What follows belongs to an exercise in optimizing a design on an open flow for small area; a production flow would make more cautious choices. The RTL was checked by simulation tests, not by an equivalence proof against the original design. Power is estimated from default activity; no workload was simulated.

## the previous run
==> flow/design.v <==
package mips_pkg;
    localparam int unsigned DATA_W = 32;
    localparam int unsigned ADDR_W = 5;
    typedef logic [4:0]  reg_idx_t;
    typedef logic [31:0] word_t;
    localparam reg_idx_t REG_ZERO = 5'd0;
    localparam reg_idx_t REG_RA   = 5'd31;
endpackage
module rf_ao222n (
    input  logic a0, s0, a1, s1, a2, s2,
    output logic y
);
    assign y = ~((a0 & s0) | (a1 & s1) | (a2 & s2));
endmodule
module rf_nand2 (input logic a, b, output logic y);
    assign y = ~(a & b);
endmodule
module rf_nand4 (input logic a, b, c, d, output logic y);
    assign y = ~(a & b & c & d);
endmodule
module rf_nor2 (input logic a, b, output logic y);
    assign y = ~(a | b);
endmodule
module rf_xor2 (input logic a, b, output logic y);
    assign y = a ^ b;
endmodule
module rf_oai22 (input logic hold, col, cv, wr, output logic y);
    assign y = ~((hold | col) & (cv | wr));
endmodule
module rf_read_predecode (
    input  logic       rst,
    input  logic [4:0] read_reg,
    output logic [3:0] lo_n,
    output logic [7:0] hi_n,
    output logic       valid
);
    always_comb begin
        for (int a = 0; a < 4; a++) lo_n[a] = !(read_reg[1:0] == 2'(a));
        for (int b = 0; b < 8; b++) hi_n[b] = !(!rst && read_reg[4:2] == 3'(b));
    end
    assign valid = !rst && (read_reg != '0);
endmodule
module rf_read_decode (
    input  logic        rst,
    input  logic [4:0]  read_reg,
    output logic [31:1] sel,
    output logic        valid
);
    logic [3:0] lo_n;
    logic [7:0] hi_n;
    rf_read_predecode u_pre (
        .rst      (rst),
        .read_reg (read_reg),
        .lo_n     (lo_n),
        .hi_n     (hi_n),
        .valid    (valid)
    );
    for (genvar i = 1; i < 32; i++) begin : g_sel
        rf_nor2 u_sel (.a(lo_n[i % 4]), .b(hi_n[i / 4]), .y(sel[i]));
    end
endmodule
module rf_read_bit (
    input  logic [31:1] cv,
    input  logic [31:1] sel,
    input  logic        flip,
    output logic        y
);
    logic [10:0] t;
    logic [1:0]  p;
    logic        q;
    logic        raw;
    for (genvar k = 0; k < 10; k++) begin : g_ao
        rf_ao222n u_ao (
            .a0(cv[3*k+1]), .s0(sel[3*k+1]),
            .a1(cv[3*k+2]), .s1(sel[3*k+2]),
            .a2(cv[3*k+3]), .s2(sel[3*k+3]),
            .y (t[k])
        );
    end
    rf_nand2 u_t10 (.a(cv[31]), .b(sel[31]), .y(t[10]));
    rf_nand4 u_p0 (.a(t[0]), .b(t[1]), .c(t[2]), .d(t[3]), .y(p[0]));
    rf_nand4 u_p1 (.a(t[4]), .b(t[5]), .c(t[6]), .d(t[7]), .y(p[1]));
    rf_nor2  u_q  (.a(p[0]), .b(p[1]), .y(q));
    rf_nand4 u_r  (.a(q), .b(t[8]), .c(t[9]), .d(t[10]), .y(raw));
    rf_xor2  u_y  (.a(raw), .b(flip), .y(y));
endmodule
module regfile_read_port #(
    parameter int unsigned DATA_W = mips_pkg::DATA_W,
    parameter int unsigned ADDR_W = mips_pkg::ADDR_W
) (
    input  logic                                 rst,
    input  logic                                 phase,
    input  logic [(1 << ADDR_W)-1:1][DATA_W-1:0] cells,
    input  logic [ADDR_W-1:0]                    read_reg,
    output logic [DATA_W-1:0]                    read_data
);
    localparam int unsigned DEPTH = 1 << ADDR_W;
    logic [DEPTH-1:1] sel;
    logic             valid;
    logic             flip;
    rf_read_decode u_dec (
        .rst      (rst),
        .read_reg (read_reg),
        .sel      (sel),
        .valid    (valid)
    );
    assign flip = phase && valid;
    for (genvar b = 0; b < DATA_W; b++) begin : g_bit
        logic [DEPTH-1:1] column;
        for (genvar i = 1; i < DEPTH; i++) begin : g_col
            assign column[i] = cells[i][b];
        end
        rf_read_bit u_bit (
            .cv (column),
            .sel  (sel),
            .flip (flip),
            .y    (read_data[b])
        );
    end
endmodule
module rf_write_predecode (
    input  logic       rst,
    input  logic       reg_write,
    input  logic [4:0] write_reg,
    output logic [3:0] lo,
    output logic [7:0] hi,
    output logic       rst_n
);
    always_comb begin
        for (int a = 0; a < 4; a++) lo[a] = !rst && reg_write && write_reg[1:0] == 2'(a);
        for (int b = 0; b < 8; b++) hi[b] = write_reg[4:2] == 3'(b);
    end
    assign rst_n = !rst;
endmodule
module rf_write_decode (
    input  logic        rst,
    input  logic        reg_write,
    input  logic [4:0]  write_reg,
    output logic [31:1] wr,
    output logic [31:1] hold
);
    logic [3:0] lo;
    logic [7:0] hi;
    logic       rst_n;
    rf_write_predecode u_pre (
        .rst       (rst),
        .reg_write (reg_write),
        .write_reg (write_reg),
        .lo        (lo),
        .hi        (hi),
        .rst_n     (rst_n)
    );
    for (genvar i = 1; i < 32; i++) begin : g_row
        rf_nand2 u_hold (.a(lo[i % 4]), .b(hi[i / 4]), .y(hold[i]));
        rf_nand2 u_wr   (.a(rst_n), .b(hold[i]), .y(wr[i]));
    end
endmodule
module mips_regfile #(
    parameter int unsigned DATA_W = mips_pkg::DATA_W,
    parameter int unsigned ADDR_W = mips_pkg::ADDR_W
) (
    input  logic              clk,
    input  logic              rst,
    input  logic              reg_write,
    input  logic [ADDR_W-1:0] write_reg,
    input  logic [DATA_W-1:0] write_data,
    input  logic [ADDR_W-1:0] read_reg1,
    input  logic [ADDR_W-1:0] read_reg2,
    output logic [DATA_W-1:0] read_data1,
    output logic [DATA_W-1:0] read_data2
);
    localparam int unsigned DEPTH = 1 << ADDR_W;
    logic                         phase;
    logic [DEPTH-1:1][DATA_W-1:0] cells;
    logic [DEPTH-1:1][DATA_W-1:0] cells_next;
    logic [DEPTH-1:1]             wr, hold;
    logic [DATA_W-1:0]            col;
    always_ff @(posedge clk) begin
        phase <= !rst && !phase;
    end
    assign col = write_data ^ {DATA_W{phase}};
    rf_write_decode u_wdec (
        .rst       (rst),
        .reg_write (reg_write),
        .write_reg (write_reg),
        .wr        (wr),
        .hold      (hold)
    );
    for (genvar i = 1; i < DEPTH; i++) begin : g_row
        for (genvar b = 0; b < DATA_W; b++) begin : g_bit
            rf_oai22 u_upd (
                .hold (hold[i]),
                .col  (col[b]),
                .cv (cells[i][b]),
                .wr   (wr[i]),
                .y    (cells_next[i][b])
            );
        end
    end
    always_ff @(posedge clk) begin
        cells <= cells_next;
    end
    regfile_read_port #(.DATA_W(DATA_W), .ADDR_W(ADDR_W)) u_port1 (
        .rst        (rst),
        .phase      (phase),
        .cells      (cells),
        .read_reg   (read_reg1),
        .read_data  (read_data1)
    );
    regfile_read_port #(.DATA_W(DATA_W), .ADDR_W(ADDR_W)) u_port2 (
        .rst        (rst),
        .phase      (phase),
        .cells      (cells),
        .read_reg   (read_reg2),
        .read_data  (read_data2)
    );
endmodule
export LEC_CHECK = 0
export CAP_MARGIN = 20
export CORE_MARGIN = 2
export CORE_UTILIZATION = 65
export PLACE_DENSITY = 0.8
export SETUP_SLACK_MARGIN = 0.6
export SLEW_MARGIN = 20
export SYNTH_HIERARCHICAL = 1
create_clock -name core_clock -period 6.0 [get_ports {clk}]
standard.sh (not shown) runs the stock make flow with config.mk's settings and CLKGATE_MAP_FILE= SYNTH_SCRIPT=/design/flow/synth_recipe.tcl, a recipe that flattens the netlist after the stock synthesis.
==> flow/flow/run.sh <==
#!/bin/bash
set -euo pipefail
export BUFFER_PORTS_ARGS="-buffer_cell sky130_fd_sc_hd__buf_1"
export CTS_ARGS="-sink_clustering_enable -repair_clock_nets -dont_use_dummy_load -sink_clustering_size 30 -sink_clustering_max_diameter 80 -root_buf sky130_fd_sc_hd__clkbuf_16 -buf_list {sky130_fd_sc_hd__clkbuf_16}"
bash standard.sh > flow_make.log 2>&1
Input-level comparison between the current run and the previous run:
- a change of CORE_UTILIZATION from 65 to 45
- a change of PLACE_DENSITY from 0.8 to 0.6
- a deleted SETUP_SLACK_MARGIN that had been 0.6
==> flow/run.sh (new file) <==
#!/bin/bash
# synth_recipe.tcl (not shown) runs the flow's synth.tcl, then flattens the netlist and writes it again
# the make line also repeats each setting of config.mk as NAME=value (left out here)
make -C /OpenROAD-flow-scripts/flow DESIGN_CONFIG=/design/flow/config.mk WORK_HOME=/design/flow/orfs CLKGATE_MAP_FILE= SYNTH_SCRIPT=/design/flow/synth_recipe.tcl finish
removed: flow/flow/run.sh
removed: flow/standard.sh
Findings:
Count of clock-buffer cells in the layout: the current run higher than the previous run
The previous run -> the current run: total net switching power increased by more than 10%
Non-clock buffer count, the previous run and the current run, higher one = the current run.
The current run vs. the previous run: worst hold slack lost 0.0087 ns, sequential power neither gained nor lost much, sum of routed wire segments on met1 picked up an extra about 27%.
Delta (the current run minus the previous run): total power consumption of the routed design went up; HPWL after detailed placement went up; die area went up.
Taking the current run over the previous run, the design area ratio works out to 1.14.
Status | the previous run and the current run | clean except the current run
Diff the previous run -> the current run | final worst setup slack | decrease of 0.81 ns

[separate check: timing with driven ports]
How much do the figures lean on ideal ports? The routed layouts below were timed once more, with nothing changed but the port constraints. Step 1 sets driving cells, clkbuf_16 on the clock port and buf_2 on the other inputs (assumed; they add their load-dependent delay and slew). Step 2, shift: input delay + t, output delay - t, t = (earliest + latest rising clock arrival at the registers) / 2. This alone moves slack from input paths to output paths. Slacks: no drivers / after step 1 / after step 2; pairs: no drivers / after step 1.
run	shift t [ns]	slack for setup (ns)	worst setup path after step 2
the previous run	0.697	0.407 / 0.311 / 0.311	input to output
the current run	0.735	-0.408 / -0.440 / -0.440	input to output
For the previous run, which loses most, drivers alone change the setup slack by -0.096 ns; drivers and shift together by -0.096 ns.
